This design comes from an exercise in tuning for small area on the open sky130 flow, not from production work.
Where RTL was checked, it was by simulation tests only, not by an equivalence proof against the original.
For run 5, only the layout was checked, not whether the RTL still works.
Power and IR drop assume default switching activity.

--- design/flow/constraint.sdc ---
create_clock -name core_clock -period 7.0 [get_ports {clk}]
set_input_delay 1.4000 -clock core_clock [delete_from_list [all_inputs] [get_ports {clk}]]
set_output_delay 1.4000 -clock core_clock [all_outputs]
set_load 0.01 [all_outputs]
--- design/flow/flow/run.sh ---
#!/bin/bash
# Standard ORFS layout with three changes: yosys/abc buffers are removed at floorplan
# (repair_design re-buffers what needs it), ports get the smallest buffer cell, and
# CTS adds no dummy loads. Each tool's output stays in orfs/logs; make's own output
# goes to standard.log.
set -euo pipefail
export REMOVE_ABC_BUFFERS=1
export BUFFER_PORTS_ARGS="-buffer_cell sky130_fd_sc_hd__buf_2"
export CTS_ARGS="-sink_clustering_enable -repair_clock_nets -sink_clustering_size 30 -sink_clustering_max_diameter 80 -buf_list sky130_fd_sc_hd__clkbuf_16 -dont_use_dummy_load"
bash standard.sh > standard.log 2>&1
--- design/flow/design.v ---
`timescale 1ns/1ps
package bp_pkg;
	typedef logic [5:0] alu_op_t;
	localparam alu_op_t OP_BEQ = 6'b001011;
	localparam alu_op_t OP_BLT = 6'b001100;
	localparam alu_op_t OP_BGE = 6'b001101;
	localparam int PC_W = 32;
	typedef logic [PC_W-1:0] pc_t;
	localparam int MAX_IDX_W = 8;
	localparam int TAG_W = 4;
	localparam int MAX_HIST = 32;
	typedef logic [1:0] ctr2_t;
	localparam ctr2_t BASE_INIT = 2'd2;
	typedef logic [2:0] ctr3_t;
	localparam ctr3_t CTR3_TAKEN_MIN = 3'd4;
	localparam ctr3_t ALLOC_TAKEN = 3'd4;
	localparam ctr3_t ALLOC_NOT_TAKEN = 3'd3;
	typedef enum logic [1:0] {
		PROV_BASE = 2'd0,
		PROV_T1 = 2'd1,
		PROV_T2 = 2'd2
	} provider_e;
	typedef struct packed {
		logic valid;
		logic [TAG_W-1:0] tag;
		ctr3_t ctr;
	} tage_entry_t;
	typedef struct packed {
		logic hit;
		ctr3_t ctr;
	} tag_lookup_t;
	typedef struct packed {
		logic valid;
		logic [MAX_IDX_W-1:0] base_idx;
		logic [MAX_IDX_W-1:0] t1_idx;
		logic [TAG_W-1:0] t1_tag;
		logic [MAX_IDX_W-1:0] t2_idx;
		logic [TAG_W-1:0] t2_tag;
		provider_e provider;
		logic pred_taken;
		ctr3_t prov_ctr;
	} branch_rec_t;
	function automatic ctr2_t ctr2_next(input ctr2_t c, input logic up);
		if (up && (c != 2'd3))
			ctr2_next = c + 2'd1;
		else if (!up && (c != 2'd0))
			ctr2_next = c - 2'd1;
		else
			ctr2_next = c;
	endfunction
	function automatic ctr3_t ctr3_next(input ctr3_t c, input logic up);
		if (up && (c != 3'd7))
			ctr3_next = c + 3'd1;
		else if (!up && (c != 3'd0))
			ctr3_next = c - 3'd1;
		else
			ctr3_next = c;
	endfunction
	function automatic logic [MAX_IDX_W-1:0] fold_hist(input logic [MAX_HIST-1:0] hist,
			input int len, input int width);
		logic [MAX_IDX_W-1:0] res;
		res = '0;
		for (int i = 0; i < MAX_HIST; i++) begin
			if (i < len)
				res[i % width] = res[i % width] ^ hist[i];
		end
		fold_hist = res;
	endfunction
endpackage
`timescale 1ns/1ps
module bp_fold (
	input logic [15:0] i_hist,
	output logic [4:0] o_f1_idx,
	output logic [3:0] o_f1_tag,
	output logic [4:0] o_f2_idx,
	output logic [3:0] o_f2_tag
);
	assign o_f1_idx = bp_pkg::fold_hist(32'(i_hist[7:0]), 8, 5);
	assign o_f1_tag = bp_pkg::fold_hist(32'(i_hist[7:0]), 8, 4);
	assign o_f2_idx = bp_pkg::fold_hist(32'(i_hist), 16, 5);
	assign o_f2_tag = bp_pkg::fold_hist(32'(i_hist), 16, 4);
endmodule
`timescale 1ns/1ps
module bp_dec6 (
	input logic [5:0] i_a,
	output logic [63:0] o_y
);
	always_comb begin
		for (int i = 0; i < 64; i++)
			o_y[i] = (i_a == 6'(i));
	end
endmodule
module bp_aor64 (
	input logic [63:0] i_sel,
	input logic [127:0] i_d,
	output logic [1:0] o_y
);
	logic [1:0] part [8];
	for (genvar k = 0; k < 8; k++) begin : g_part
		bp_aor8w2 u_part (.i_sel(i_sel[8*k +: 8]), .i_d(i_d[16*k +: 16]), .o_y(part[k]));
	end
	for (genvar b = 0; b < 2; b++) begin : g_bit
		logic [1:0] l3;
		bp_nor4 u_nor0 (.i_a(part[0][b]), .i_b(part[1][b]), .i_c(part[2][b]), .i_d(part[3][b]),
			.o_y(l3[0]));
		bp_nor4 u_nor1 (.i_a(part[4][b]), .i_b(part[5][b]), .i_c(part[6][b]), .i_d(part[7][b]),
			.o_y(l3[1]));
		bp_nand2 u_out (.i_a(l3[0]), .i_b(l3[1]), .o_y(o_y[b]));
	end
endmodule
module bp_aor8w2 (
	input logic [7:0] i_sel,
	input logic [15:0] i_d,
	output logic [1:0] o_y
);
	always_comb begin
		o_y = '0;
		for (int i = 0; i < 8; i++)
			o_y = o_y | ({2{i_sel[i]}} & i_d[i*2 +: 2]);
	end
endmodule
module bp_nor4 (
	input logic i_a,
	input logic i_b,
	input logic i_c,
	input logic i_d,
	output logic o_y
);
	assign o_y = ~(i_a | i_b | i_c | i_d);
endmodule
`timescale 1ns/1ps
module bp_dec5 (
	input logic [4:0] i_a,
	input logic [4:0] i_b,
	output logic [31:0] o_y
);
	logic [4:0] idx;
	assign idx = i_a ^ i_b;
	always_comb begin
		for (int i = 0; i < 32; i++)
			o_y[i] = (idx == 5'(i));
	end
endmodule
module bp_aor32 (
	input logic [31:0] i_sel,
	input logic [255:0] i_d,
	output logic [7:0] o_y
);
	logic [7:0] part [4];
	for (genvar k = 0; k < 4; k++) begin : g_part
		bp_aor8 u_part (.i_sel(i_sel[8*k +: 8]), .i_d(i_d[64*k +: 64]), .o_y(part[k]));
	end
	for (genvar b = 0; b < 8; b++) begin : g_bit
		logic [1:0] l3;
		bp_nor2 u_nor0 (.i_a(part[0][b]), .i_b(part[1][b]), .o_y(l3[0]));
		bp_nor2 u_nor1 (.i_a(part[2][b]), .i_b(part[3][b]), .o_y(l3[1]));
		bp_nand2 u_out (.i_a(l3[0]), .i_b(l3[1]), .o_y(o_y[b]));
	end
endmodule
module bp_aor8 (
	input logic [7:0] i_sel,
	input logic [63:0] i_d,
	output logic [7:0] o_y
);
	always_comb begin
		o_y = '0;
		for (int i = 0; i < 8; i++)
			o_y = o_y | ({8{i_sel[i]}} & i_d[i*8 +: 8]);
	end
endmodule
module bp_aoi22 (
	input logic i_a,
	input logic i_b,
	input logic i_c,
	input logic i_d,
	output logic o_y
);
	assign o_y = ~((i_a & i_b) | (i_c & i_d));
endmodule
module bp_nand4 (
	input logic i_a,
	input logic i_b,
	input logic i_c,
	input logic i_d,
	output logic o_y
);
	assign o_y = ~(i_a & i_b & i_c & i_d);
endmodule
module bp_nor2 (
	input logic i_a,
	input logic i_b,
	output logic o_y
);
	assign o_y = ~(i_a | i_b);
endmodule
module bp_nand2 (
	input logic i_a,
	input logic i_b,
	output logic o_y
);
	assign o_y = ~(i_a & i_b);
endmodule
`timescale 1ns/1ps
`timescale 1ns/1ps
`timescale 1ns/1ps
module bp_top (
	input logic clk,
	input logic rst_n,
	input bp_pkg::alu_op_t i_alu_op,
	input bp_pkg::pc_t i_pc,
	input bp_pkg::pc_t i_imm,
	input logic i_resolve,
	input logic i_taken,
	output logic o_pred_taken,
	output bp_pkg::pc_t o_next_pc
);
	logic [15:0] hist_q;
	logic [1:0] base_q [64];
	logic [31:0] t1_v_q;
	logic [3:0] t1_tag_q [32];
	logic [2:0] t1_ctr_q [32];
	logic [31:0] t2_v_q;
	logic [3:0] t2_tag_q [32];
	logic [2:0] t2_ctr_q [32];
	logic rec_v_q;
	logic [5:0] rec_base_idx_q;
	logic [4:0] rec_t1_idx_q;
	logic [3:0] rec_t1_tag_q;
	logic [4:0] rec_t2_idx_q;
	logic [3:0] rec_t2_tag_q;
	logic rec_p1_q;    
	logic rec_p2_q;    
	logic [2:0] rec_ctr_q;
	logic [4:0] f1_idx, f2_idx;
	logic [3:0] f1_tag, f2_tag;
	bp_fold u_fold (
		.i_hist(hist_q),
		.o_f1_idx(f1_idx),
		.o_f1_tag(f1_tag),
		.o_f2_idx(f2_idx),
		.o_f2_tag(f2_tag)
	);
	logic [5:0] base_idx;
	logic [4:0] t1_idx, t2_idx;
	logic [3:0] t1_tag, t2_tag;
	assign base_idx = i_pc[7:2];
	assign t1_idx = i_pc[6:2] ^ f1_idx;
	assign t2_idx = i_pc[6:2] ^ f2_idx;
	assign t1_tag = i_pc[10:7] ^ f1_tag;
	assign t2_tag = i_pc[10:7] ^ f2_tag;
	logic [1:0] base_rd;
	logic [2:0] t1_ctr, t2_ctr;
	logic t1_hit, t2_hit;
	logic [31:0] t1_sel, t2_sel;
	logic [255:0] t1_flat, t2_flat;
	logic [7:0] t1_ent, t2_ent;
	always_comb begin
		for (int i = 0; i < 32; i++) begin
			t1_flat[i*8 +: 8] = {t1_v_q[i], t1_tag_q[i], t1_ctr_q[i]};
			t2_flat[i*8 +: 8] = {t2_v_q[i], t2_tag_q[i], t2_ctr_q[i]};
		end
	end
	bp_dec5 u_t1_dec (.i_a(i_pc[6:2]), .i_b(f1_idx), .o_y(t1_sel));
	bp_dec5 u_t2_dec (.i_a(i_pc[6:2]), .i_b(f2_idx), .o_y(t2_sel));
	bp_aor32 u_t1_rd (.i_sel(t1_sel), .i_d(t1_flat), .o_y(t1_ent));
	bp_aor32 u_t2_rd (.i_sel(t2_sel), .i_d(t2_flat), .o_y(t2_ent));
	logic [63:0] base_sel;
	logic [127:0] base_flat;
	always_comb begin
		for (int i = 0; i < 64; i++)
			base_flat[i*2 +: 2] = base_q[i];
	end
	bp_dec6 u_base_dec (.i_a(base_idx), .o_y(base_sel));
	bp_aor64 u_base_rd (.i_sel(base_sel), .i_d(base_flat), .o_y(base_rd));
	assign t1_ctr = t1_ent[2:0];
	assign t2_ctr = t2_ent[2:0];
	assign t1_hit = t1_ent[7] && (t1_ent[6:3] == t1_tag);
	assign t2_hit = t2_ent[7] && (t2_ent[6:3] == t2_tag);
	logic is_branch;
	logic prov_dir;
	logic [2:0] prov_ctr;
	assign is_branch = (i_alu_op == bp_pkg::OP_BEQ) || (i_alu_op == bp_pkg::OP_BLT) ||
		(i_alu_op == bp_pkg::OP_BGE);
	always_comb begin
		if (t2_hit)
			prov_ctr = t2_ctr;
		else if (t1_hit)
			prov_ctr = t1_ctr;
		else
			prov_ctr = {1'b0, ~base_rd[1], base_rd[0]};
	end
	assign prov_dir = (t2_hit || t1_hit) ? prov_ctr[2] : prov_ctr[1];
	assign o_pred_taken = is_branch && prov_dir;
	assign o_next_pc = o_pred_taken ? (i_pc + i_imm) : i_pc;
	logic upd, rec_dir, mispred;
	logic base_we, t1_we, t2_we;
	logic [1:0] base_wd;
	logic [2:0] t1_wd, t2_wd;
	logic [2:0] alloc_ctr;
	logic [2:0] step3;
	logic [1:0] step2;
	assign upd = i_resolve && rec_v_q;
	assign rec_dir = (rec_p1_q || rec_p2_q) ? rec_ctr_q[2] : rec_ctr_q[1];
	assign mispred = rec_dir != i_taken;
	assign alloc_ctr = i_taken ? 3'd4 : 3'd3;
	assign step3 = bp_pkg::ctr3_next(rec_ctr_q, i_taken);
	assign step2 = bp_pkg::ctr2_next(rec_ctr_q[1:0], i_taken);
	assign base_we = upd && !rec_p1_q && !rec_p2_q;
	assign t1_we = upd && (rec_p1_q || (!rec_p2_q && mispred));
	assign t2_we = upd && (rec_p2_q || (rec_p1_q && mispred));
	assign base_wd = {~step2[1], step2[0]};
	assign t1_wd = rec_p1_q ? step3 : alloc_ctr;
	assign t2_wd = rec_p2_q ? step3 : alloc_ctr;
	always_ff @(posedge clk or negedge rst_n) begin
		if (!rst_n) begin
			for (int i = 0; i < 64; i++)
				base_q[i] <= 2'd0;
		end else if (base_we) begin
			base_q[rec_base_idx_q] <= base_wd;
		end
	end
	always_ff @(posedge clk or negedge rst_n) begin
		if (!rst_n) begin
			t1_v_q <= '0;
			t2_v_q <= '0;
		end else begin
			for (int i = 0; i < 32; i++) begin
				if (t1_we && (rec_t1_idx_q == 5'(i)))
					t1_v_q[i] <= 1'b1;
				if (t2_we && (rec_t2_idx_q == 5'(i)))
					t2_v_q[i] <= 1'b1;
			end
		end
	end
	always_ff @(posedge clk) begin
		if (t1_we) begin
			t1_tag_q[rec_t1_idx_q] <= rec_t1_tag_q;
			t1_ctr_q[rec_t1_idx_q] <= t1_wd;
		end
		if (t2_we) begin
			t2_tag_q[rec_t2_idx_q] <= rec_t2_tag_q;
			t2_ctr_q[rec_t2_idx_q] <= t2_wd;
		end
	end
	always_ff @(posedge clk or negedge rst_n) begin
		if (!rst_n)
			hist_q <= '0;
		else if (i_resolve)
			hist_q <= {hist_q[14:0], i_taken};
	end
	always_ff @(posedge clk or negedge rst_n) begin
		if (!rst_n)
			rec_v_q <= 1'b0;
		else if (is_branch)
			rec_v_q <= 1'b1;
		else if (i_resolve)
			rec_v_q <= 1'b0;
	end
	always_ff @(posedge clk) begin
		if (is_branch) begin
			rec_base_idx_q <= base_idx;
			rec_t1_idx_q <= t1_idx;
			rec_t1_tag_q <= t1_tag;
			rec_t2_idx_q <= t2_idx;
			rec_t2_tag_q <= t2_tag;
			rec_p1_q <= t1_hit && !t2_hit;
			rec_p2_q <= t2_hit;
			rec_ctr_q <= prov_ctr;
		end
	end
endmodule
--- design/flow/standard.sh ---
#!/bin/bash
# synth_recipe.tcl (not shown) runs the flow's synth.tcl, then flattens the netlist and writes it again
# the make line also repeats each setting of config.mk as NAME=value (left out here)
make -C /OpenROAD-flow-scripts/flow DESIGN_CONFIG=/design/flow/config.mk WORK_HOME=/design/flow/orfs CLKGATE_MAP_FILE= SYNTH_SCRIPT=/design/flow/synth_recipe.tcl "${@:-finish}"
--- design/flow/config.mk ---
export PLATFORM = sky130hd
export DESIGN_NAME = bp_top
export DESIGN_NICKNAME = bp_top
export VERILOG_FILES = /design/flow/design.v
export SDC_FILE = /design/flow/constraint.sdc
export NUM_CORES = 4
export LEC_CHECK = 0
export CAP_MARGIN = 0
export CORE_MARGIN = 2
export CORE_UTILIZATION = 60
export CTS_BUF_LIST = sky130_fd_sc_hd__clkbuf_16
export CTS_CLUSTER_DIAMETER = 80
export CTS_CLUSTER_SIZE = 30
export GPL_TIMING_DRIVEN = 0
export SETUP_SLACK_MARGIN = 0.05
export SLEW_MARGIN = 0
export SYNTH_HIERARCHICAL = 1
==> results of run 1 <==
-- cells by family (layout without fill, tap and decap cells) --
kind of cell,count (synthesis),count (layout),synth area share
simple gates,818,818,0.1296
flops,686,686,0.6537
compound gates,582,583,0.1337
buf+inv,136,185,0.02924
xor+xnor,99,99,0.02899
fa+ha+maj,36,36,0.01531
mux,26,26,0.009495
other cells,0,2,0
-- flip-flops by register name, indices dropped and copies added, names as in the netlist, 3 cells and up --
| name | count |
|---|---|
| rec_t1_tag_q | 4 |
| t2_tag_q | 128 |
| hist_q | 16 |
| rec_base_idx_q | 6 |
| rec_t2_idx_q | 5 |
| t1_v_q | 32 |
| rec_ctr_q | 3 |
| t1_ctr_q | 96 |
| rec_t2_tag_q | 4 |
| base_q | 128 |
| rec_t1_idx_q | 5 |
| t1_tag_q | 128 |
| t2_v_q | 32 |
| t2_ctr_q | 96 |
-- per-module statistics from Yosys (local to each module, per instance), a selection --
module,times used,area (µm²),cells,flip-flops and latches
bp_nand2,18,3.754,1,0
bp_fold,1,216.5,25,0
bp_nor4,4,12.51,1,0
bp_nor2,32,3.754,1,0
bp_dec5,2,262.8,54,0
bp_top,1,24860,1637,686
bp_aor8w2,8,72.57,10,0
bp_aor8,8,379.1,48,0
bp_dec6,1,465.4,95,0
-- metrics by stage --
stage	instances	hold slack [ps]	TNS [ps]
2_1_floorplan	2266	440.3	-43210
3_3_place_gp	3036	452.7	-146850
6_report	3099	474.1	0
5_1_grt	3097	488.2	-24.86
3_5_place_dp	3049	454.4	-12000
4_1_cts	3088	475.3	0
-- power by group --
| group | internal (mW) | switching [mW] | total, mW |
|---|---|---|---|
| Sequential | 4.46 | 0.113 | 4.57 |
| Combinational | 1.02 | 2.30 | 3.31 |
| Clock | 0.874 | 1.18 | 2.05 |
| Total | 6.35 | 3.59 | 9.93 |
-- cells in the mapped netlist, types with 3 or more instances --
cell and instances:
o21bai_1 4, nand4_1 83, nand3_1 29, a21o_2 4
nor2b_1 17, a22oi_2 24, ha_1 35, or2_2 67
nand2b_1 14, clkbuf_1 43, o21ai_0 136, a21o_1 14
buf_4 10, nand4bb_1 6, nor3_1 23, buf_2 21
xnor2_1 46, inv_1 19, a31oi_1 4, and3_1 11
a211oi_1 7, or4b_1 4, xor2_1 53, a22oi_1 298
nor2_1 286, buf_1 3, mux2i_1 7, nand4b_1 4
a21oi_1 73, and2_1 8, nor3b_1 6, mux2_2 19
buf_6 40, dfrtp_1 209, nand2_1 238, nor4_1 4
nor4_2 4, edfxtp_1 477
-- placed cells by master (no fill, tap or decap), types with 8 or more instances in the layout --
cell	instances
mux2_2	19
buf_2	100
a21o_1	14
buf_4	12
and3_1	11
xor2_1	42
nand3_2	13
nand3_1	15
a21oi_1	71
nor2_2	12
and2_1	8
nor2_4	53
nor2b_1	17
a22oi_1	296
ha_1	35
clkbuf_16	34
inv_1	19
nand2_1	230
or2_2	67
nor2_1	221
edfxtp_1	477
nor3_1	23
nand2b_1	14
xnor2_1	39
a22oi_2	26
o21ai_0	135
xor2_2	11
dfrtp_1	209
nand4_1	83
nand2_4	8
-- metal layers --
metal / routed length (µm) / up-vias / part of all wire
li1: - / 8959 / -
met1: 31610 / 9733 / 0.45
met2: 33300 / 668 / 0.47
met3: 4613 / 101 / 0.065
met4: 1359 / 2 / 0.019
met5: 16 / - / 0.00023
-- worst reg2reg max path, cell delays in order, from the launching register on --
cell and delay (ps):
dfrtp_1 530, xnor2_1 540, xor2_1 480, nand3_2 340, nor2_4 350, a22oi_1 150
nand4_1 180, nor2_1 70, nand2_1 120, xnor2_1 140, nand2_1 110, nor4_4 300
buf_4 290, o21ai_0 120
-- final cells by class --
cell class | instances | area (µm²)
sequential | 686 | 19550
fill | 3730 | 16500
multi-input combinational | 1562 | 10270
timing repair buffer | 132 | 965.9
clock buffer | 34 | 850.8
tap | 664 | 830.8
inverter | 19 | 71.32
antenna | 2 | 5.005
-- worst min-delay path by stage --
stage                                 startpoint                     end  slack [ps]  cells after the start
after detailed placement  t2_v_q[14]$_DFFE_PN0P_  t2_v_q[14]$_DFFE_PN0P_         450                      1
final                     t2_v_q[23]$_DFFE_PN0P_  t2_v_q[23]$_DFFE_PN0P_         470                      1
after CTS                  t2_v_q[5]$_DFFE_PN0P_   t2_v_q[5]$_DFFE_PN0P_         480                      1
after global routing       t2_v_q[0]$_DFFE_PN0P_   t2_v_q[0]$_DFFE_PN0P_         490                      1
after global placement     t2_v_q[5]$_DFFE_PN0P_   t2_v_q[5]$_DFFE_PN0P_         450                      1
after floorplan           t1_v_q[11]$_DFFE_PN0P_  t1_v_q[11]$_DFFE_PN0P_         440                      1
-- repair_timing --
action                     4_1_cts  5_1_grt
gates cloned                     1        0
gates resized for setup         59      119
setup endpoints to repair       33       32
pin swaps                        2        3
buffers inserted                 4        9
==> flow_summary.json, run 1 <==
{
  "synth_area_leaders": "edfxtp_1, dfrtp_1, a22oi_1",
  "maxCapViolCount": 0,
  "fp.dieH_um": 227.3,
  "outcome": "complete, no violations",
  "drive_above_1_share": 0.1689,
  "use_met2": 0.4384,
  "vias": 19460,
  "cp_num_buf_inv": 3,
  "antenna_found_initial": 2,
  "layout_setup_ws_ps": 166.1,
  "synth.avg_cell_area_um2": 12.55,
  "dr.pass1.iters": 6,
  "r2r_cells": 13,
  "boundaryPins": 107,
  "cts_tree": "built",
  "crit_required_ps": 5600,
  "vias_per_cell": 6.280,
  "path_cells": "buf_6, xnor2_1, nand3_1, nor2_2, a22oi_1, nand4_1, nor2_1, nand2_1, xor2_1, nor3_1, o211a_2, mux2i_4, o21ai_4, buf_4, mux2i_1, o31ai_1, or3_1, buf_2",
  "wire_per_inst_um": 22.88,
  "syn-cell-area_um2": 29910,
  "startpoint_type": "input port",
  "cp_max_fo": 25,
  "synthFlopType": "edfxtp_1",
  "numCtsBuffers": 34,
  "hp-class": "flip-flop to flip-flop",
  "ys_seq_area_frac": 0.6537,
  "p_leak_nw": 11.75,
  "slowest_stage": "xnor2_1",
  "crit_start": "i_pc[4]",
  "pre_cts_ws_ps": -991.4,
  "clock-sinks": 686,
  "clk_path_buf_depth": 3,
  "slew_headroom": 0.06495,
  "busiest_layer": "met2",
  "htreeDepth": 2,
  "power_density_nw_per_um2": 305.2,
  "synth_edf_count": 477,
  "place_area_um2": 30830,
  "insertion_delay_ps": 590,
  "rows": 81,
  "path_class": "input port to output pin",
  "grt_pass1_wl_um": 108800,
  "drt_iter0_drc": 1876,
  "endpoint": "o_next_pc[28]",
  "yosys.area.top_type_share": 0.4788,
  "rr_endpoint": "rec_ctr_q[2]$_DFFE_PP_",
  "worstPathArrival_ps": 5430,
  "grtUsageMet3": 0.04672,
  "die_area_um2": 51660,
  "synth.distinct_cells": 64,
  "period_share": 0.9763,
  "cts_hold_buf": 0,
  "synthCells": 2383,
  "r2r_slack_ps": 3000,
  "worstReg2RegStart": "hist_q[3]$_DFFE_PN0P_",
  "wl_um": 70890,
  "clock_skew_ps": 61.85,
  "grt_overflow": 0,
  "min_period_ps": 6834,
  "slew_violations": 0,
  "cp_num_cells": 18,
  "fin_nets": 2545,
  "post-route-drc-count": 0,
  "hold_viol_final": 0,
  "end_kind": "output pin",
  "ir_worst_vdd_mv": 0.2300,
  "grt_use_met1": 0.4138,
  "grt_pass1_vias": 19010,
  "die_w_um": 227.3,
  "cpPeakStageDelay_ps": 460,
  "clkTransAtPathRegs_ps": 80,
  "grt_usage": 0.2790,
  "worst_pin_slew_ps": 1403,
  "grt_max_degree": 79,
  "gp_congestion": 0.8849,
  "yosysTopAreaCell": "edfxtp_1",
  "areaGrowthSynthToFinish_pct": 8.809,
  "async_reset_ff_frac": 0.3047,
  "start_util": 0.6098,
  "dp_hpwl_um": 48760,
  "final_area_um2": 32550,
  "p_total_mw": 9.933,
  "setup_viol": 0,
  "portBuffers": 106,
  "ys_ff_latch": 686,
  "ys.warnings.count": 17,
  "drtAntennaViolNets": 0,
  "cp_top_family": "simple AND/OR/NAND/NOR gates",
  "fin_util": 0.6636,
  "cts_root_buffer": "clkbuf_16",
  "core_um2": 49050,
  "fmax_mhz": 146.3
}
==> run 2, diff against run 1 <==
--- a/design/flow/flow/run.sh
+++ b/design/flow/flow/run.sh
@@ -7,3 +7,4 @@
 export REMOVE_ABC_BUFFERS=1
-export BUFFER_PORTS_ARGS="-buffer_cell sky130_fd_sc_hd__buf_2"
+export RECOVER_POWER=100
+export BUFFER_PORTS_ARGS="-buffer_cell sky130_fd_sc_hd__buf_1"
 export CTS_ARGS="-sink_clustering_enable -repair_clock_nets -sink_clustering_size 30 -sink_clustering_max_diameter 80 -buf_list sky130_fd_sc_hd__clkbuf_16 -dont_use_dummy_load"
--- a/design/flow/config.mk
+++ b/design/flow/config.mk
@@ -7,3 +7,3 @@
 export LEC_CHECK = 0
-export CAP_MARGIN = 0
+export CAP_MARGIN = 5
 export CORE_MARGIN = 2
@@ -15,3 +15,3 @@
 export SETUP_SLACK_MARGIN = 0.05
-export SLEW_MARGIN = 0
+export SLEW_MARGIN = 5
 export SYNTH_HIERARCHICAL = 1
==> flow_summary.json, run 2 <==
{
  "outcome": "finished with violations",
  "failed_checks": "max-capacitance violations, max-slew violations",
  "cts_tree": "built",
  "seqPwrFrac": 0.468,
  "slew_violations": 295,
  "ys_seq_area_frac": 0.6537,
  "cp_max_fo": 41,
  "synth.avg_cell_area_um2": 12.55,
  "path_class": "input port to output pin",
  "startpoint_type": "input port",
  "numCtsBuffers": 34,
  "portBuffers": 106,
  "areaGrowthSynthToFinish_pct": 7.031,
  "clkTransAtPathRegs_ps": 90,
  "maxCapViolCount": 8,
  "drtAntennaViolNets": 0,
  "die_area_um2": 51660,
  "synth_top_cells_by_count": "edfxtp_1, a22oi_1, nor2_1",
  "p_switching_mw": 3.500,
  "drive_above_1_share": 0.1129,
  "fp.dieH_um": 227.3,
  "p_clk_frac": 0.211,
  "slew_headroom": -0.8597,
  "rsz0062_at_grt": "no",
  "syn-cell-area_um2": 29910,
  "grt_pass1_vias": 18730,
  "cpPeakStageDelay_ps": 370,
  "dr.pass1.iters": 5,
  "clock-sinks": 686,
  "synth_most_common_cell": "edfxtp_1",
  "wire_per_inst_um": 22.73,
  "hp-class": "flip-flop to flip-flop",
  "vias": 19340,
  "cts_root_buffer": "clkbuf_16",
  "final_cell_mix": "edfxtp_1, a22oi_1, nand2_1",
  "vias_per_cell": 6.256,
  "synthCells": 2383,
  "core_um2": 49050,
  "grt_max_degree": 43,
  "antenna_found_initial": 2,
  "p_int_mw": 6.258,
  "post-route-drc-count": 0,
  "cts_hold_buf": 0,
  "worst_pin_slew_ps": 2790,
  "start_util": 0.6098,
  "p_leak_nw": 11.31,
  "die_w_um": 227.3,
  "clk_path_buf_depth": 3,
  "synth.distinct_cells": 64,
  "synth_area_leaders": "edfxtp_1, dfrtp_1, a22oi_1",
  "hold_viol_final": 0,
  "p_sw_frac": 0.3586,
  "path_cells": "buf_6, xnor2_1, nand3_2, nor2_4, a22oi_1, nand4_1, nor2_1, nand2_1, xor2_1, nor3_1, o211a_1, mux2i_1, o21ai_4, buf_12, inv_1, and4_4, or3_1, buf_1",
  "final_area_um2": 32020,
  "insertion_delay_ps": 600,
  "reg_top3": "base_q x128, t1_tag_q x128, t2_tag_q x128",
  "worstPathArrival_ps": 5470,
  "power_density_nw_per_um2": 304.8,
  "fin_util": 0.6527,
  "fin_nets": 2539,
  "synthFlopType": "edfxtp_1",
  "fmax_mhz": 145.6,
  "async_reset_ff_frac": 0.3047,
  "min_period_ps": 6866,
  "drt_iter0_drc": 1978,
  "ys_ff_latch": 686,
  "ir_worst_vdd_mv": 0.2267,
  "p_total_mw": 9.758,
  "place_area_um2": 30770,
  "grt_pass1_wl_um": 107900,
  "r2r_slack_ps": 2670,
  "end_kind": "output pin",
  "grt_usage": 0.2749,
  "power_frac_comb": 0.321,
  "synth_edf_count": 477,
  "yosys.area.top_type_share": 0.4788,
  "yosysTopAreaCell": "edfxtp_1",
  "rows": 81,
  "crit_required_ps": 5600,
  "gp_congestion": 0.8824,
  "slowest_stage": "or3_1",
  "setup_viol": 0,
  "htreeDepth": 2,
  "grt_overflow": 0,
  "boundaryPins": 107,
  "wl_um": 70280,
  "dp_hpwl_um": 49000,
  "ys.warnings.count": 17,
  "period_share": 0.9809,
  "clock_skew_ps": 61.07,
  "final_common_cell": "edfxtp_1"
}
==> run 2: changes by cell type in the layout (fill, tap and decap cells not counted), sizes merged <==
cell	previous run	this run
clkbuf	35	54
diode	2	1
o21ai	137	136
dlymetal6s4s	0	1
buf	131	106
==> run 2: per-layer routing <==
layer | track usage | up-vias | wire length [µm]
met5 | 0 | - | 13
met4 | 0.06030 | 2 | 1331
met3 | 0.03523 | 84 | 4374
met2 | 0.4363 | 617 | 32860
met1 | 0.4112 | 9696 | 31700
li1 | - | 8945 | -
==> run 2: kinds of logic (layout without fill, tap and decap cells) <==
group           Yosys count  in the layout  share of synthesized area
compound gates          582            582                     0.1337
other cells               0              1                          0
xor+xnor                 99             99                    0.02899
flops                   686            686                     0.6537
fa+ha+maj                36             36                    0.01531
simple gates            818            818                     0.1296
buf+inv                 136            180                    0.02924
mux                      26             26                   0.009495
==> run 2: cell type report <==
class                   count  area (µm²)
clock buffers              34       850.8
fillers                  3832       17040
diodes                      1       2.502
well taps                 664       830.8
inverters                  19       71.32
multi-input cells        1561       10080
repair buffers            127       631.9
flip-flops and latches    686       19550
==> run 2: power groups by stage <==
stage	Sequential (mW)	Clock, mW	Combinational, mW
6_report	4.57	2.06	3.13
4_1_cts	4.56	2.09	2.81
3_3_place_gp	4.64	0	2.61
2_1_floorplan	4.61	0	1.71
3_5_place_dp	4.65	0	2.69
5_1_grt	4.58	2.21	3.36
==> run 2: per-module statistics from Yosys, one instance, submodules excluded, a selection <==
| module | cells | flops+latches | times used |
|---|---|---|---|
| bp_aor8 | 48 | 0 | 8 |
| bp_aor8w2 | 10 | 0 | 8 |
| bp_dec5 | 54 | 0 | 2 |
| bp_dec6 | 95 | 0 | 1 |
| bp_fold | 25 | 0 | 1 |
| bp_nand2 | 1 | 0 | 18 |
| bp_nor2 | 1 | 0 | 32 |
| bp_nor4 | 1 | 0 | 4 |
| bp_top | 1637 | 686 | 1 |
==> run 2: worst paths after layout <==
kind | depth (start not counted) | end | from
max in group asynchronous | 4 | t1_v_q[8]$_DFFE_PN0P_ | rst_n
hold / removal | 1 | t2_v_q[31]$_DFFE_PN0P_ | t2_v_q[31]$_DFFE_PN0P_
min in group asynchronous | 1 | t2_v_q[8]$_DFFE_PN0P_ | rst_n
setup / recovery | 18 | o_next_pc[28] | i_pc[5]
hold reg to reg | 1 | t2_v_q[31]$_DFFE_PN0P_ | t2_v_q[31]$_DFFE_PN0P_
setup reg to reg | 7 | t1_ctr_q[3][2]$_DFFE_PP_ | rec_ctr_q[0]$_DFFE_PP_
==> run 2: stage by stage <==
step | hold WS, ps | cells | setup WS [ps] | TNS, ps
floorplan | 440.3 | 2266 | -2003 | -43210
global placement | 453.2 | 3036 | -6301 | -1411590
detailed placement | 452.9 | 3055 | -667.0 | -7389
CTS | 477.2 | 3090 | 73.29 | 0
global route | 485.8 | 3091 | 36.79 | 0
finish | 474.8 | 3092 | 133.9 | 0
==> run 2: repair_timing <==
| action | 4_1_cts | 5_1_grt |
|---|---|---|
| endpoints found under the setup margin | 33 | 20 |
| setup buffers | 1 | 0 |
| resized for setup | 73 | 88 |
| pin swaps | 3 | 0 |
==> run 2: worst max-delay path: cells and delay by family <==
| kind | cells | cell delay, ps |
|---|---|---|
| buffers and inverters | 4 | 810 |
| XOR/XNOR | 2 | 400 |
| AND/OR/NAND/NOR | 8 | 1810 |
| multiplexers | 1 | 170 |
| AO/OA/AOI/OAI | 3 | 820 |
==> run 3, diff against run 2 <==
--- a/design/flow/flow/run.sh
+++ b/design/flow/flow/run.sh
@@ -7,3 +7,2 @@
 export REMOVE_ABC_BUFFERS=1
-export RECOVER_POWER=100
 export BUFFER_PORTS_ARGS="-buffer_cell sky130_fd_sc_hd__buf_1"
==> flow_summary.json, run 3 <==
{
  "outcome": "complete, no violations",
  "post-route-drc-count": 0,
  "clock_skew_ps": 65.24,
  "grt_max_degree": 43,
  "synth.distinct_cells": 64,
  "drtAntennaViolNets": 0,
  "wire_per_inst_um": 22.75,
  "vias": 19280,
  "synth_area_leaders": "edfxtp_1, dfrtp_1, a22oi_1",
  "synthCells": 2383,
  "end_kind": "output pin",
  "cts_root_buffer": "clkbuf_16",
  "grt_overflow": 0,
  "numCtsBuffers": 34,
  "fmax_mhz": 148.0,
  "p_leak_nw": 11.40,
  "fp.dieH_um": 227.3,
  "slew_headroom": 0.06375,
  "synthFlopType": "edfxtp_1",
  "synth_most_common_cell": "edfxtp_1",
  "drt_iter0_drc": 1885,
  "start_util": 0.6098,
  "synth_edf_count": 477,
  "final_cell_mix": "edfxtp_1, a22oi_1, nand2_1",
  "p_total_mw": 9.779,
  "dr.pass1.iters": 7,
  "slew_violations": 0,
  "synth.avg_cell_area_um2": 12.55,
  "setup_viol": 0,
  "wl_um": 70340,
  "reg_top3": "base_q x128, t1_tag_q x128, t2_tag_q x128",
  "hp-class": "flip-flop to flip-flop",
  "ys.warnings.count": 17,
  "synth_top_cells_by_count": "edfxtp_1, a22oi_1, nor2_1",
  "final_area_um2": 32240,
  "vias_per_cell": 6.236,
  "yosysTopAreaCell": "edfxtp_1",
  "clock-sinks": 686,
  "yosys.area.top_type_share": 0.4788,
  "grt_pass1_vias": 18730,
  "htreeDepth": 2,
  "ir_worst_vdd_mv": 0.2296,
  "path_class": "input port to output pin",
  "place_area_um2": 30770,
  "power_density_nw_per_um2": 303.3,
  "grt_pass1_wl_um": 107900,
  "clkTransAtPathRegs_ps": 90,
  "grt_usage": 0.2749,
  "syn-cell-area_um2": 29910,
  "die_area_um2": 51660,
  "hold_viol_final": 0,
  "fin_util": 0.6573,
  "insertion_delay_ps": 600,
  "ys_ff_latch": 686,
  "antenna_found_initial": 2,
  "core_um2": 49050,
  "die_w_um": 227.3,
  "fin_nets": 2539,
  "crit_required_ps": 5600,
  "maxCapViolCount": 0,
  "period_share": 0.9649,
  "boundaryPins": 107,
  "dp_hpwl_um": 49000,
  "cp_max_fo": 41,
  "cts_tree": "built",
  "fill_cells": 3801,
  "portBuffers": 106,
  "startpoint_type": "input port",
  "async_reset_ff_frac": 0.3047,
  "ys_seq_area_frac": 0.6537,
  "min_period_ps": 6755,
  "rows": 81,
  "gp_congestion": 0.8824,
  "areaGrowthSynthToFinish_pct": 7.780,
  "final_common_cell": "edfxtp_1",
  "clk_path_buf_depth": 3,
  "rsz0062_at_grt": "no",
  "worstPathArrival_ps": 5350,
  "drive_above_1_share": 0.1215,
  "worst_pin_slew_ps": 1404
}
-- run 3: cell counts after synthesis --
No cell type changed its count.
-- run 3: Yosys stat by module (local to each module, per instance), a selection --
| module | cells | times used | area (µm²) | flip-flops and latches |
|---|---|---|---|---|
| bp_aor8 | 48 | 8 | 379.1 | 0 |
| bp_aor8w2 | 10 | 8 | 72.57 | 0 |
| bp_fold | 25 | 1 | 216.5 | 0 |
| bp_nand2 | 1 | 18 | 3.754 | 0 |
| bp_nor2 | 1 | 32 | 3.754 | 0 |
| bp_top | 1637 | 1 | 24860 | 686 |
-- run 3: power breakdown --
| part | total (mW) | internal, mW | switching, mW |
|---|---|---|---|
| Combinational | 3.16 | 0.939 | 2.22 |
| Sequential | 4.57 | 4.46 | 0.109 |
| Clock | 2.06 | 0.874 | 1.18 |
-- run 3: critical path, cell delays in order --
cell and delay (ps):
buf_6 270, xnor2_1 230, nand3_2 310, nor2_4 110
a22oi_1 280, nand4_1 180, nor2_1 250, nand2_1 100
xor2_1 170, nor3_1 220, o211a_2 330, mux2i_1 150
o21ai_4 170, buf_12 210, inv_1 180, and4_4 210
or3_1 370, buf_1 150
-- run 3: cell type report --
type	instances	area (µm²)	area share
Sequential cell	686	19550	0.6065
Multi-Input combinational cell	1561	10120	0.3140
Clock buffer	34	850.8	0.02639
Tap cell	664	830.8	0.02577
Timing Repair Buffer	127	807.0	0.02503
Inverter	19	71.32	0.002212
Antenna cell	1	2.502	0.00007762
-- run 3: per-stage QoR --
stage	hold WS, ps	worst slack (ps)	instances	setup TNS [ps]
after global placement	453.2	-6301	3036	-1411590
after detailed placement	452.9	-667.0	3055	-7389
final	475.3	245.4	3092	0
after global routing	485.8	53.30	3091	0
after floorplan	440.3	-2003	2266	-43210
after CTS	477.2	73.29	3090	0
-- run 3: cells by family (layout without fill, tap and decap cells) --
kind of cell	Yosys count	after routing	share of synthesized area
DFF	686	686	0.6537
muxes	26	26	0.009495
other	0	1	0
AOI/OAI and AO/OA	582	582	0.1337
and+or+nand+nor	818	818	0.1296
xor gates and xnor gates	99	99	0.02899
adders and majority gates	36	36	0.01531
buffers and inverters	136	180	0.02924
-- run 3: repair_timing --
action | in CTS | in global routing
endpoints found under the hold margin | 0 | 0
setup endpoints to repair | 33 | 20
hold buffers | 0 | 0
setup buffers | 1 | 0
resized for setup | 73 | 88
pin swaps | 3 | 0
-- run 3: routing by layer --
| metal | GRT usage | up-vias | wire, µm |
|---|---|---|---|
| met3 | 0.03523 | 80 | 4136 |
| met2 | 0.4363 | 580 | 33030 |
| met5 | 0 | - | 13 |
| met4 | 0.06030 | 2 | 1317 |
| met1 | 0.4112 | 9682 | 31840 |
| li1 | - | 8937 | - |
-- run 3: worst paths after layout --
check	start	to	slack [ps]	cells after the start
min reg2reg	t2_v_q[31]$_DFFE_PN0P_	t2_v_q[31]$_DFFE_PN0P_	480	1
max	i_pc[5]	o_next_pc[28]	250	18
max reg2reg	hist_q[6]$_DFFE_PN0P_	rec_ctr_q[2]$_DFFE_PP_	3060	13
min in group asynchronous	rst_n	t2_v_q[14]$_DFFE_PN0P_	630	1
min	t2_v_q[31]$_DFFE_PN0P_	t2_v_q[31]$_DFFE_PN0P_	480	1
max in group asynchronous	rst_n	t1_v_q[13]$_DFFE_PN0P_	5300	4
==> run 4, diff against run 3 <==
--- a/design/flow/flow/run.sh
+++ b/design/flow/flow/run.sh
@@ -7,2 +7,4 @@
 export REMOVE_ABC_BUFFERS=1
+export RECOVER_POWER=100
+export POST_GLOBAL_ROUTE_TCL="$PWD/flow/post_grt.tcl"
 export BUFFER_PORTS_ARGS="-buffer_cell sky130_fd_sc_hd__buf_1"
==> design/flow/flow/post_grt.tcl (new file) <==
# After power recovery has downsized gates with slack, fix any slew or load
# that the downsizing pushed over the limits, then setup timing again.
global_route -start_incremental
repair_design -slew_margin 5 -cap_margin 5 -match_cell_footprint -verbose
detailed_placement
global_route -end_incremental
estimate_parasitics -global_routing
global_route -start_incremental
repair_timing -setup -setup_margin 0.05 -match_cell_footprint -verbose
detailed_placement
global_route -end_incremental
estimate_parasitics -global_routing
==> flow_summary.json, run 4 <==
{
  "drive_above_1_share": 0.1191,
  "p_sw_frac": 0.3591,
  "path_cells": "buf_6, xnor2_1, nand3_2, nor2_4, a22oi_1, nand4_1, nor2_1, nand2_1, xor2_1, nor3_1, o211a_1, mux2i_1, o21ai_4, buf_12, inv_1, and4_4, or3_1, buf_1",
  "r2r_slack_ps": 3030,
  "synth.distinct_cells": 64,
  "wl_um": 70400,
  "grt_pass1_wl_um": 107900,
  "min_to": "t2_v_q[31]$_DFFE_PN0P_",
  "synth_edf_count": 477,
  "reg_top3": "base_q x128, t1_tag_q x128, t2_tag_q x128",
  "die_w_um": 227.3,
  "async_reset_ff_frac": 0.3047,
  "power_frac_comb": 0.323,
  "ys_ff_latch": 686,
  "multiInputGateArea_um2": 10100,
  "drt_iter0_drc": 1882,
  "final_cell_mix": "edfxtp_1, a22oi_1, nand2_1",
  "p_switching_mw": 3.512,
  "htreeDepth": 2,
  "fp.dieH_um": 227.3,
  "synthFlopType": "edfxtp_1",
  "worstReg2RegStart": "hist_q[6]$_DFFE_PN0P_",
  "final_common_cell": "edfxtp_1",
  "p_total_mw": 9.779,
  "rr_endpoint": "rec_ctr_q[2]$_DFFE_PP_",
  "yosys.area.top_type_share": 0.4788,
  "outcome": "complete, no violations",
  "setup_tns_ps": 0,
  "worstHoldStart": "t2_v_q[31]$_DFFE_PN0P_",
  "slowest_stage": "or3_1",
  "wl_met2_um": 32860,
  "place_area_um2": 30770,
  "p_leak_nw": 11.39,
  "die_area_um2": 51660,
  "setup_viol": 0,
  "clkTransAtPathRegs_ps": 90,
  "fill_cells": 3815,
  "syn-cell-area_um2": 29910,
  "dp_hpwl_um": 49000,
  "p_clk_frac": 0.210,
  "synth_most_common_cell": "edfxtp_1",
  "gp_congestion": 0.8824,
  "period_share": 0.9797,
  "start_util": 0.6098,
  "end_kind": "output pin",
  "rows": 81,
  "clock_skew_ps": 60.93,
  "areaGrowthSynthToFinish_pct": 7.529,
  "r2r_cells": 13,
  "drt-met1-wl_um": 31520,
  "core_um2": 49050,
  "dr.pass1.iters": 5,
  "crit_required_ps": 5600,
  "wl_met3_um": 4561,
  "hp-class": "flip-flop to flip-flop",
  "worstHoldPathCells": 1,
  "worst_pin_slew_ps": 1371,
  "maxCapViolCount": 0,
  "yosysTopAreaCell": "edfxtp_1",
  "synthCells": 2383,
  "clock-sinks": 686,
  "seqPwrFrac": 0.467,
  "cp_max_fo": 41,
  "fin_util": 0.6557,
  "synth_area_leaders": "edfxtp_1, dfrtp_1, a22oi_1",
  "post_cts_resize_count": 73,
  "path_class": "input port to output pin",
  "grt_max_degree": 43,
  "fin_nets": 2547,
  "portBuffers": 106,
  "boundaryPins": 107,
  "worstPathArrival_ps": 5460,
  "numCtsBuffers": 34,
  "grt_usage": 0.2749,
  "vias": 19400,
  "hold_viol_final": 0,
  "startpoint_type": "input port",
  "p_int_mw": 6.267,
  "ys_seq_area_frac": 0.6537,
  "wire_per_inst_um": 22.71,
  "cts_post_setup_buffers_inserted": 1,
  "seq_area_um2": 19550,
  "fmax_mhz": 145.8,
  "drtAntennaViolNets": 0,
  "synth.avg_cell_area_um2": 12.55,
  "min_period_ps": 6858,
  "highest_layer": "met5",
  "cpPeakStageDelay_ps": 370,
  "post-route-drc-count": 0,
  "cts_root_buffer": "clkbuf_16",
  "slew_headroom": 0.08613,
  "cts_hold_buf": 0,
  "ir_worst_vdd_mv": 0.2282,
  "grt_pass1_vias": 18730,
  "cts_tree": "built",
  "insertion_delay_ps": 590,
  "vias_per_cell": 6.257,
  "numPlacedInstances": 3055,
  "final_area_um2": 32170,
  "grt_overflow": 0,
  "final_cells": 3100,
  "power_density_nw_per_um2": 304.0,
  "synth_top_cells_by_count": "edfxtp_1, a22oi_1, nor2_1",
  "slew_violations": 0,
  "clk_path_buf_depth": 3,
  "antenna_found_initial": 2,
  "ys.warnings.count": 17
}
-- run 4: final cells by class --
type | count | share of cell area
inverter | 19 | 0.002217
timing repair buffer | 135 | 0.02338
tap | 664 | 0.02583
antenna | 1 | 0.00007780
clock buffer | 34 | 0.02645
sequential | 686 | 0.6079
multi-input combinational | 1561 | 0.3141
-- run 4: cell families (layout without fill, tap and decap cells) --
kind of cell / Yosys count / after routing / synth area share
adders and majority gates: 36 / 36 / 0.01531
buffers and inverters: 136 / 188 / 0.02924
xor gates and xnor gates: 99 / 99 / 0.02899
AOI/OAI and AO/OA: 582 / 582 / 0.1337
DFF: 686 / 686 / 0.6537
other: 0 / 1 / 0
and+or+nand+nor: 818 / 818 / 0.1296
muxes: 26 / 26 / 0.009495
-- run 4: critical path: cells and delay by family --
| family | cells | cell delay [ps] |
|---|---|---|
| AO/OA/AOI/OAI | 3 | 800 |
| XOR/XNOR | 2 | 400 |
| buffers and inverters | 4 | 810 |
| multiplexers | 1 | 170 |
| AND/OR/NAND/NOR | 8 | 1820 |
-- run 4: worst max path at each step --
stage                 start            end  cells after the start
finish              i_pc[5]  o_next_pc[28]                     18
CTS                 i_pc[6]  o_next_pc[28]                     18
detailed placement  i_pc[2]  o_next_pc[28]                     17
global placement    i_pc[4]  o_next_pc[28]                     17
floorplan           i_pc[6]  o_next_pc[28]                     15
-- run 4: modules after synthesis (local to each module, per instance), excerpt --
module / cells inside / cell area [µm²]
bp_aor8: 48 / 379.1
bp_dec5: 54 / 262.8
bp_dec6: 95 / 465.4
bp_fold: 25 / 216.5
bp_nand2: 1 / 3.754
bp_nor2: 1 / 3.754
bp_nor4: 1 / 12.51
bp_top: 1637 / 24860
-- run 4: power by group through the flow --
stage | Combinational [mW] | Clock, mW | Sequential, mW
floorplan | 1.71 | 0 | 4.61
finish | 3.16 | 2.05 | 4.57
CTS | 2.81 | 2.09 | 4.56
global placement | 2.61 | 0 | 4.64
detailed placement | 2.69 | 0 | 4.65
-- run 4: through the flow --
| step | setup slack (ps) | hold WS (ps) |
|---|---|---|
| 3_3_place_gp | -6301 | 453.2 |
| 4_1_cts | 73.29 | 477.2 |
| 2_1_floorplan | -2003 | 440.3 |
| 6_report | 142.2 | 475.1 |
| 3_5_place_dp | -667.0 | 452.9 |
-- run 4: metal layers --
metal  GRT usage  vias to the layer above
met5           0                        -
met4     0.06030                        2
met3     0.03523                       94
met2      0.4363                      657
met1      0.4112                     9680
li1            -                     8965
==> run 5, diff against run 4 <==
--- a/design/flow/design.v
+++ b/design/flow/design.v
@@ -164,8 +164,43 @@
 );
-	always_comb begin
-		o_y = '0;
-		for (int i = 0; i < 8; i++)
-			o_y = o_y | ({8{i_sel[i]}} & i_d[i*8 +: 8]);
+	for (genvar b = 0; b < 8; b++) begin : g_bit
+		logic [2:0] l1;
+		bp_aoi222 u_a (
+			.i_s0(i_sel[0]), .i_d0(i_d[0*8 + b]),
+			.i_s1(i_sel[1]), .i_d1(i_d[1*8 + b]),
+			.i_s2(i_sel[2]), .i_d2(i_d[2*8 + b]),
+			.o_y(l1[0])
+		);
+		bp_aoi222 u_b (
+			.i_s0(i_sel[3]), .i_d0(i_d[3*8 + b]),
+			.i_s1(i_sel[4]), .i_d1(i_d[4*8 + b]),
+			.i_s2(i_sel[5]), .i_d2(i_d[5*8 + b]),
+			.o_y(l1[1])
+		);
+		bp_aoi22 u_c (
+			.i_a(i_sel[6]), .i_b(i_d[6*8 + b]),
+			.i_c(i_sel[7]), .i_d(i_d[7*8 + b]),
+			.o_y(l1[2])
+		);
+		bp_nand3 u_out (.i_a(l1[0]), .i_b(l1[1]), .i_c(l1[2]), .o_y(o_y[b]));
 	end
 endmodule
+module bp_aoi222 (
+	input logic i_s0,
+	input logic i_d0,
+	input logic i_s1,
+	input logic i_d1,
+	input logic i_s2,
+	input logic i_d2,
+	output logic o_y
+);
+	assign o_y = ~((i_s0 & i_d0) | (i_s1 & i_d1) | (i_s2 & i_d2));
+endmodule
+module bp_nand3 (
+	input logic i_a,
+	input logic i_b,
+	input logic i_c,
+	output logic o_y
+);
+	assign o_y = ~(i_a & i_b & i_c);
+endmodule
 module bp_aoi22 (
--- a/design/flow/flow/run.sh
+++ b/design/flow/flow/run.sh
@@ -7,4 +7,2 @@
 export REMOVE_ABC_BUFFERS=1
-export RECOVER_POWER=100
-export POST_GLOBAL_ROUTE_TCL="$PWD/flow/post_grt.tcl"
 export BUFFER_PORTS_ARGS="-buffer_cell sky130_fd_sc_hd__buf_1"
removed: design/flow/flow/post_grt.tcl
==> flow_summary.json, run 5 <==
{
  "clock-sinks": 686,
  "synth.avg_cell_area_um2": 12.99,
  "clk_path_buf_depth": 3,
  "worstPathArrival_ps": 5420,
  "grt_overflow": 0,
  "vias": 19410,
  "drtAntennaViolNets": 0,
  "min_period_ps": 6824,
  "synth_edf_count": 477,
  "outcome": "complete, no violations",
  "ys.warnings.count": 16,
  "p_leak_nw": 11.60,
  "multiInputGateArea_um2": 10040,
  "hp-class": "flip-flop to flip-flop",
  "grt_pass1_wl_um": 109800,
  "dr.pass1.iters": 6,
  "end_kind": "output pin",
  "synth_most_common_cell": "edfxtp_1",
  "grt_max_degree": 42,
  "post-route-drc-count": 0,
  "yosysTopAreaCell": "edfxtp_1",
  "final_common_cell": "edfxtp_1",
  "rows": 80,
  "layout_setup_ws_ps": 175.6,
  "areaGrowthSynthToFinish_pct": 10.10,
  "p_int_mw": 6.384,
  "hold_viol_final": 0,
  "wire_per_inst_um": 23.77,
  "fill_cells": 3592,
  "p_switching_mw": 3.491,
  "cts_root_buffer": "clkbuf_16",
  "drive_above_1_share": 0.1507,
  "worst_pin_slew_ps": 1266,
  "seq_area_um2": 19560,
  "insertion_delay_ps": 590,
  "cts_hold_buf": 0,
  "clock_skew_ps": 87.77,
  "gp_congestion": 0.8534,
  "power_frac_comb": 0.329,
  "p_total_mw": 9.876,
  "startpoint_type": "input port",
  "fin_nets": 2495,
  "synth_area_leaders": "edfxtp_1, dfrtp_1, a222oi_1",
  "crit_start": "i_pc[3]",
  "synth_top_cells_by_count": "edfxtp_1, nor2_1, nand2_1",
  "numPlacedInstances": 2941,
  "p_clk_frac": 0.208,
  "worstReg2RegStart": "hist_q[7]$_DFFE_PN0P_",
  "crit_required_ps": 5600,
  "core_um2": 47950,
  "worstHoldStart": "t1_v_q[8]$_DFFE_PN0P_",
  "fp.dieH_um": 224.9,
  "path_class": "input port to output pin",
  "seqPwrFrac": 0.463,
  "final_area_um2": 32240,
  "power_density_nw_per_um2": 306.3,
  "fin_hold_ws_ps": 462.0,
  "cp_max_fo": 13,
  "grt_usage": 0.2842,
  "boundaryPins": 107,
  "p_sw_frac": 0.3535,
  "clkTransAtPathRegs_ps": 40,
  "reg_top3": "base_q x128, t1_tag_q x128, t2_tag_q x128",
  "antennaDiodeCount": 0,
  "die_area_um2": 50590,
  "wl_um": 71270,
  "setup_viol": 0,
  "place_area_um2": 30670,
  "die_w_um": 224.9,
  "async_reset_ff_frac": 0.3047,
  "synth.distinct_cells": 64,
  "start_util": 0.6108,
  "grt_pass1_vias": 18950,
  "yosys.area.top_type_share": 0.4891,
  "fmax_mhz": 146.5,
  "numCtsBuffers": 34,
  "ir_worst_vdd_mv": 0.2439,
  "ys_seq_area_frac": 0.6677,
  "rsz0062_at_grt": "no",
  "vias_per_cell": 6.475,
  "final_cells": 2998,
  "portBuffers": 106,
  "pre_cts_ws_ps": -1125,
  "synthFlopType": "edfxtp_1",
  "period_share": 0.9749,
  "antenna_found_initial": 0,
  "final_cell_mix": "edfxtp_1, nand2_1, nor2_1",
  "slew_headroom": 0.1550,
  "slew_violations": 0,
  "cts_tree": "built",
  "synthCells": 2255,
  "drt_iter0_drc": 2389,
  "htreeDepth": 2,
  "syn-cell-area_um2": 29280,
  "dp_hpwl_um": 47720,
  "maxCapViolCount": 0,
  "ys_ff_latch": 686
}
run 5: final cells by class:
cell class / instances / area share
Timing Repair Buffer: 146 / 0.02953
Inverter: 19 / 0.002212
Sequential cell: 686 / 0.6066
Tap cell: 615 / 0.02387
Clock buffer: 34 / 0.02639
Multi-Input combinational cell: 1498 / 0.3114
run 5: repair_timing:
item | in CTS | in global routing
setup buffers | 4 | 16
pin swaps | 5 | 9
gates resized for setup | 51 | 101
cloned | 1 | 2
endpoints found under the setup margin | 33 | 15
run 5: metrics by stage:
stage,TNS (ps),util
final,0,0.6724
after global routing,0,0.6724
after CTS,0,0.6612
after detailed placement,-19540,0.6396
after global placement,-1387870,0.6307
after floorplan,-49260,-
run 5: worst paths after layout:
| kind | to | slack, ps | cells past startpoint |
|---|---|---|---|
| max in group asynchronous | t1_v_q[8]$_DFFE_PN0P_ | 5350 | 4 |
| min in group asynchronous | t2_v_q[11]$_DFFE_PN0P_ | 640 | 1 |
| worst min register to register | t1_v_q[8]$_DFFE_PN0P_ | 460 | 1 |
| worst max-delay path | o_next_pc[28] | 180 | 18 |
| worst min-delay path | t1_v_q[8]$_DFFE_PN0P_ | 460 | 1 |
| worst max register to register | rec_ctr_q[2]$_DFFE_PP_ | 2980 | 14 |
run 5: per-module statistics from Yosys (local to each module, per instance), a selection:
module	cell area (µm²)	cells	flip-flops and latches	copies in the design
bp_aoi22	12.51	1	0	64
bp_aoi222	10.01	1	0	128
bp_aor8w2	72.57	10	0	8
bp_dec5	262.8	54	0	2
bp_dec6	465.4	95	0	1
bp_fold	216.5	25	0	1
bp_nand2	3.754	1	0	18
bp_nand3	5.005	1	0	64
bp_nor2	3.754	1	0	32
bp_nor4	12.51	1	0	4
bp_top	24860	1637	686	1
run 5: routing by layer:
metal,vias to the layer above,GRT usage,part of all wire
li1,8870,-,-
met1,9717,0.4257,0.44
met2,729,0.4468,0.47
met3,96,0.03703,0.072
met4,0,0.06986,0.020
met5,-,0,0
run 5: power groups by stage:
stage               clock network (mW)  registers, mW  logic, mW
floorplan                            0           4.61       1.78
global placement                     0           4.65       2.69
detailed placement                   0           4.65       2.75
CTS                               2.09           4.57       2.85
global route                      2.21           4.59       3.45
finish                            2.05           4.57       3.25
run 5: critical path, stage by stage:
cell	delay, ps
buf_4	240
xnor2_1	180
nand2_2	230
nor2_2	130
a222oi_1	620
nand3_1	230
nor2_4	220
nand2_1	80
xor2_1	160
nor3_1	170
o211a_2	300
mux2i_4	100
o21ai_4	290
clkbuf_16	230
inv_1	110
and4_4	200
or3_1	350
buf_1	140
run 5: kinds of logic (layout without fill, tap and decap cells):
family                     after synthesis  after routing  share of synthesized area
xor gates and xnor gates                99             99                    0.02961
adders and majority gates               36             36                    0.01564
AOI/OAI and AO/OA                      518            519                     0.1379
DFF                                    686            686                     0.6677
and+or+nand+nor                        818            818                     0.1297
muxes                                   26             26                   0.009699
buffers and inverters                   72            199                   0.009699
==> run 6, diff against run 5 <==
--- a/design/flow/design.v
+++ b/design/flow/design.v
@@ -143,43 +143,27 @@
 endmodule
-module bp_aor32 (
+module bp_aor32n (
 	input logic [31:0] i_sel,
 	input logic [255:0] i_d,
-	output logic [7:0] o_y
+	output logic [7:0] o_yn
 );
-	logic [7:0] part [4];
-	for (genvar k = 0; k < 4; k++) begin : g_part
-		bp_aor8 u_part (.i_sel(i_sel[8*k +: 8]), .i_d(i_d[64*k +: 64]), .o_y(part[k]));
-	end
 	for (genvar b = 0; b < 8; b++) begin : g_bit
-		logic [1:0] l3;
-		bp_nor2 u_nor0 (.i_a(part[0][b]), .i_b(part[1][b]), .o_y(l3[0]));
-		bp_nor2 u_nor1 (.i_a(part[2][b]), .i_b(part[3][b]), .o_y(l3[1]));
-		bp_nand2 u_out (.i_a(l3[0]), .i_b(l3[1]), .o_y(o_y[b]));
-	end
-endmodule
-module bp_aor8 (
-	input logic [7:0] i_sel,
-	input logic [63:0] i_d,
-	output logic [7:0] o_y
-);
-	for (genvar b = 0; b < 8; b++) begin : g_bit
-		logic [2:0] l1;
-		bp_aoi222 u_a (
-			.i_s0(i_sel[0]), .i_d0(i_d[0*8 + b]),
-			.i_s1(i_sel[1]), .i_d1(i_d[1*8 + b]),
-			.i_s2(i_sel[2]), .i_d2(i_d[2*8 + b]),
-			.o_y(l1[0])
-		);
-		bp_aoi222 u_b (
-			.i_s0(i_sel[3]), .i_d0(i_d[3*8 + b]),
-			.i_s1(i_sel[4]), .i_d1(i_d[4*8 + b]),
-			.i_s2(i_sel[5]), .i_d2(i_d[5*8 + b]),
-			.o_y(l1[1])
-		);
-		bp_aoi22 u_c (
-			.i_a(i_sel[6]), .i_b(i_d[6*8 + b]),
-			.i_c(i_sel[7]), .i_d(i_d[7*8 + b]),
-			.o_y(l1[2])
+		logic [10:0] l1;
+		logic [2:0] l2;
+		for (genvar k = 0; k < 10; k++) begin : g_l1
+			bp_aoi222 u_aoi (
+				.i_s0(i_sel[3*k]), .i_d0(i_d[(3*k)*8 + b]),
+				.i_s1(i_sel[3*k+1]), .i_d1(i_d[(3*k+1)*8 + b]),
+				.i_s2(i_sel[3*k+2]), .i_d2(i_d[(3*k+2)*8 + b]),
+				.o_y(l1[k])
+			);
+		end
+		bp_aoi22 u_last (
+			.i_a(i_sel[30]), .i_b(i_d[30*8 + b]),
+			.i_c(i_sel[31]), .i_d(i_d[31*8 + b]),
+			.o_y(l1[10])
 		);
-		bp_nand3 u_out (.i_a(l1[0]), .i_b(l1[1]), .i_c(l1[2]), .o_y(o_y[b]));
+		bp_nand4 u_n0 (.i_a(l1[0]), .i_b(l1[1]), .i_c(l1[2]), .i_d(l1[3]), .o_y(l2[0]));
+		bp_nand4 u_n1 (.i_a(l1[4]), .i_b(l1[5]), .i_c(l1[6]), .i_d(l1[7]), .o_y(l2[1]));
+		bp_nand3 u_n2 (.i_a(l1[8]), .i_b(l1[9]), .i_c(l1[10]), .o_y(l2[2]));
+		bp_nor3 u_out (.i_a(l2[0]), .i_b(l2[1]), .i_c(l2[2]), .o_y(o_yn[b]));
 	end
@@ -205,2 +189,10 @@
 endmodule
+module bp_nor3 (
+	input logic i_a,
+	input logic i_b,
+	input logic i_c,
+	output logic o_y
+);
+	assign o_y = ~(i_a | i_b | i_c);
+endmodule
 module bp_aoi22 (
@@ -299,4 +291,7 @@
 	bp_dec5 u_t2_dec (.i_a(i_pc[6:2]), .i_b(f2_idx), .o_y(t2_sel));
-	bp_aor32 u_t1_rd (.i_sel(t1_sel), .i_d(t1_flat), .o_y(t1_ent));
-	bp_aor32 u_t2_rd (.i_sel(t2_sel), .i_d(t2_flat), .o_y(t2_ent));
+	logic [7:0] t1_ent_n, t2_ent_n;
+	bp_aor32n u_t1_rd (.i_sel(t1_sel), .i_d(t1_flat), .o_yn(t1_ent_n));
+	bp_aor32n u_t2_rd (.i_sel(t2_sel), .i_d(t2_flat), .o_yn(t2_ent_n));
+	assign t1_ent = ~t1_ent_n;
+	assign t2_ent = ~t2_ent_n;
 	logic [63:0] base_sel;
==> flow_summary.json, run 6 <==
{
  "wl_um": 73220,
  "rsz0062_at_grt": "no",
  "slew_headroom": 0.1518,
  "slew_violations": 0,
  "boundaryPins": 107,
  "final_common_cell": "edfxtp_1",
  "vias_per_cell": 6.641,
  "yosys.area.top_type_share": 0.4877,
  "p_total_mw": 9.769,
  "fill_cells": 3620,
  "outcome": "complete, no violations",
  "synth_top_cells_by_count": "edfxtp_1, nor2_1, nand2_1",
  "yosysTopAreaCell": "edfxtp_1",
  "ir_worst_vdd_mv": 0.2631,
  "htreeDepth": 2,
  "cp_max_fo": 13,
  "wire_per_inst_um": 24.56,
  "core_um2": 48650,
  "end_kind": "output pin",
  "synthFlopType": "edfxtp_1",
  "grt_usage": 0.2911,
  "reg_top3": "base_q x128, t1_tag_q x128, t2_tag_q x128",
  "drt_iter0_drc": 2659,
  "grt_pass1_wl_um": 112000,
  "die_w_um": 225.2,
  "ys_seq_area_frac": 0.6658,
  "layout_setup_ws_ps": 200.1,
  "drive_above_1_share": 0.1115,
  "fin_util": 0.6573,
  "synth_most_common_cell": "edfxtp_1",
  "place_area_um2": 30660,
  "slowest_stage": "a222oi_1",
  "clkTransAtPathRegs_ps": 70,
  "final_area_um2": 31980,
  "final_cells": 2981,
  "die_area_um2": 50730,
  "fmax_mhz": 147.1,
  "synth.distinct_cells": 75,
  "clock_skew_ps": 74.71,
  "maxCapViolCount": 0,
  "areaGrowthSynthToFinish_pct": 8.883,
  "cpPeakStageDelay_ps": 480,
  "async_reset_ff_frac": 0.3047,
  "final_cell_mix": "edfxtp_1, nor2_1, nand2_1",
  "crit_start": "i_pc[3]",
  "ys.warnings.count": 14,
  "hp-class": "flip-flop to flip-flop",
  "worstPathArrival_ps": 5400,
  "portBuffers": 106,
  "insertion_delay_ps": 590,
  "cts_root_buffer": "clkbuf_16",
  "grt_pass1_vias": 19140,
  "path_cells": "clkbuf_4, xnor2_1, nand2_2, buf_4, nor2_1, a222oi_1, nand4_1, nor3_2, xnor3_1, or2_0, nor4_4, buf_12, a31oi_4, buf_12, buf_4, a2111oi_0, a21o_1, buf_1",
  "worstReg2RegStart": "hist_q[6]$_DFFE_PN0P_",
  "grt_max_degree": 38,
  "worst_pin_slew_ps": 1268,
  "period_share": 0.9714,
  "clock-sinks": 686,
  "path_class": "input port to output pin",
  "fin_nets": 2470,
  "numCtsBuffers": 34,
  "hold_viol_final": 0,
  "synth_edf_count": 477,
  "drtAntennaViolNets": 0,
  "post-route-drc-count": 0,
  "cts_hold_buf": 0,
  "synth_area_leaders": "edfxtp_1, dfrtp_1, a222oi_1",
  "cp_top_family": "simple AND/OR/NAND/NOR gates",
  "setup_viol": 0,
  "fin_hold_ws_ps": 471.0,
  "fp.dieH_um": 225.2,
  "crit_required_ps": 5600,
  "grt_overflow": 0,
  "startpoint_type": "input port",
  "p_leak_nw": 11.46,
  "numPlacedInstances": 2925,
  "antenna_found_initial": 2,
  "synth.avg_cell_area_um2": 13.09,
  "power_density_nw_per_um2": 305.5,
  "setup_tns_ps": 0,
  "min_period_ps": 6800,
  "clk_path_buf_depth": 3,
  "dr.pass1.iters": 7,
  "cp_num_buf_inv": 6,
  "gp_congestion": 0.9064,
  "vias": 19800,
  "ys_ff_latch": 686,
  "cts_tree": "built",
  "start_util": 0.6037,
  "worstHoldStart": "t2_v_q[19]$_DFFE_PN0P_",
  "rows": 81,
  "synthCells": 2244,
  "dp_hpwl_um": 48860,
  "pre_cts_ws_ps": -1381,
  "syn-cell-area_um2": 29370
}
==> run 6: cell types whose count changed after synthesis, moves of 7 or more <==
cell      previous run  this run
inv_1               19        12
nand2_1            238       219
nor3_2               0        17
nor2_1             286       266
nor4_1               4        11
a222oi_1           128       160
nand3_1             93        50
xnor2_1             46        36
a22oi_2             64        16
nand4_1             19        54
==> run 6: cell families after synthesis <==
group                      after synthesis  share of synthesized area
AOI/OAI and AO/OA                      527                     0.1337
xor gates and xnor gates                97                    0.03183
adders and majority gates               36                    0.01559
buffers and inverters                   78                    0.01167
DFF                                    686                     0.6658
muxes                                   26                    0.01069
and+or+nand+nor                        794                     0.1307
==> run 6: final cells by class <==
| class | count | area [µm²] | area share |
|---|---|---|---|
| antenna | 1 | 2.502 | 0.00007826 |
| clock buffer | 34 | 850.8 | 0.02661 |
| inverter | 13 | 51.30 | 0.001604 |
| multi-input combinational | 1483 | 9789 | 0.3061 |
| sequential | 686 | 19550 | 0.6115 |
| tap | 622 | 778.2 | 0.02434 |
| timing repair buffer | 142 | 950.9 | 0.02974 |
==> run 6: routing by layer <==
layer / up-vias / routed length [µm] / global-route usage
li1: 8933 / - / -
met1: 9849 / 31610 / 0.4314
met2: 898 / 34050 / 0.4588
met3: 115 / 5603 / 0.03416
met4: 2 / 1942 / 0.08652
met5: - / 13 / 0
==> run 6: Yosys stat by module, one instance, submodules excluded, a selection <==
module     cells  copies in the design
bp_nand4       1                    32
bp_aoi22       1                    16
bp_nor4        1                     4
bp_dec5       54                     2
bp_aoi222      1                   160
bp_nor3        1                    16
bp_fold       25                     1
bp_nand2       1                     2
bp_aor8w2     10                     8
bp_top      1690                     1
bp_nand3       1                    16
bp_dec6       95                     1
==> run 6: where the power goes <==
part / switching (mW) / total (mW) / internal, mW
combinational: 1.99 / 3.14 / 1.15
sequential: 0.110 / 4.56 / 4.45
clock: 1.19 / 2.07 / 0.874
==> run 6: final timing paths <==
kind / end / slack [ps] / cells after the start
min: t2_v_q[19]$_DFFE_PN0P_ / 470 / 1
max: o_next_pc[24] / 200 / 18
max in group asynchronous: t1_v_q[28]$_DFFE_PN0P_ / 4940 / 4
min reg2reg: t2_v_q[19]$_DFFE_PN0P_ / 470 / 1
max reg2reg: rec_ctr_q[2]$_DFFE_PP_ / 2650 / 14
min in group asynchronous: base_q[38][1]$_DFFE_PN0P_ / 870 / 1
==> run 6: repair_timing <==
item	4_1_cts	5_1_grt
gates cloned	3	0
pin swaps	8	13
setup buffers	5	13
gates resized for setup	30	27
setup endpoints to repair	33	32

==> port drivers added, routing unchanged <==
In the flow no input, the clock included, has a driving cell. The finished layouts below were timed again as built, in two steps. Step 1 assumes that a clkbuf_16 drives the clock port and a buf_2 every other input. Step 2 also shifts input and output timing later by t, the mid clock arrival at the registers, as if the neighbouring blocks saw the same clock. Three values: no drivers, after step 1, after step 2; two values: the first two.
| run | t (ns) | setup WS [ns] | hold WS [ns] | worst setup path after step 2 | worst register clock-pin slew, ns |
|---|---|---|---|---|---|
| run 1 | 0.627 | 0.166 / 0.135 / 0.135 | 0.474 / 0.474 / 0.474 | input to output | 0.11 / 0.11 |
| run 2 | 0.621 | 0.134 / 0.088 / 0.088 | 0.475 / 0.475 / 0.475 | input to output | 0.11 / 0.11 |
| run 3 | 0.623 | 0.245 / 0.199 / 0.199 | 0.475 / 0.475 / 0.475 | input to output | 0.11 / 0.11 |
| run 4 | 0.619 | 0.142 / 0.096 / 0.096 | 0.475 / 0.475 / 0.475 | input to output | 0.11 / 0.11 |
| run 5 | 0.605 | 0.176 / 0.128 / 0.128 | 0.462 / 0.462 / 0.462 | input to output | 0.11 / 0.11 |
| run 6 | 0.608 | 0.200 / 0.178 / 0.178 | 0.471 / 0.471 / 0.471 | input to output | 0.11 / 0.11 |
The setup slack of run 5, which loses most, moves by -0.048 ns with the drivers and by -0.048 ns with both steps.
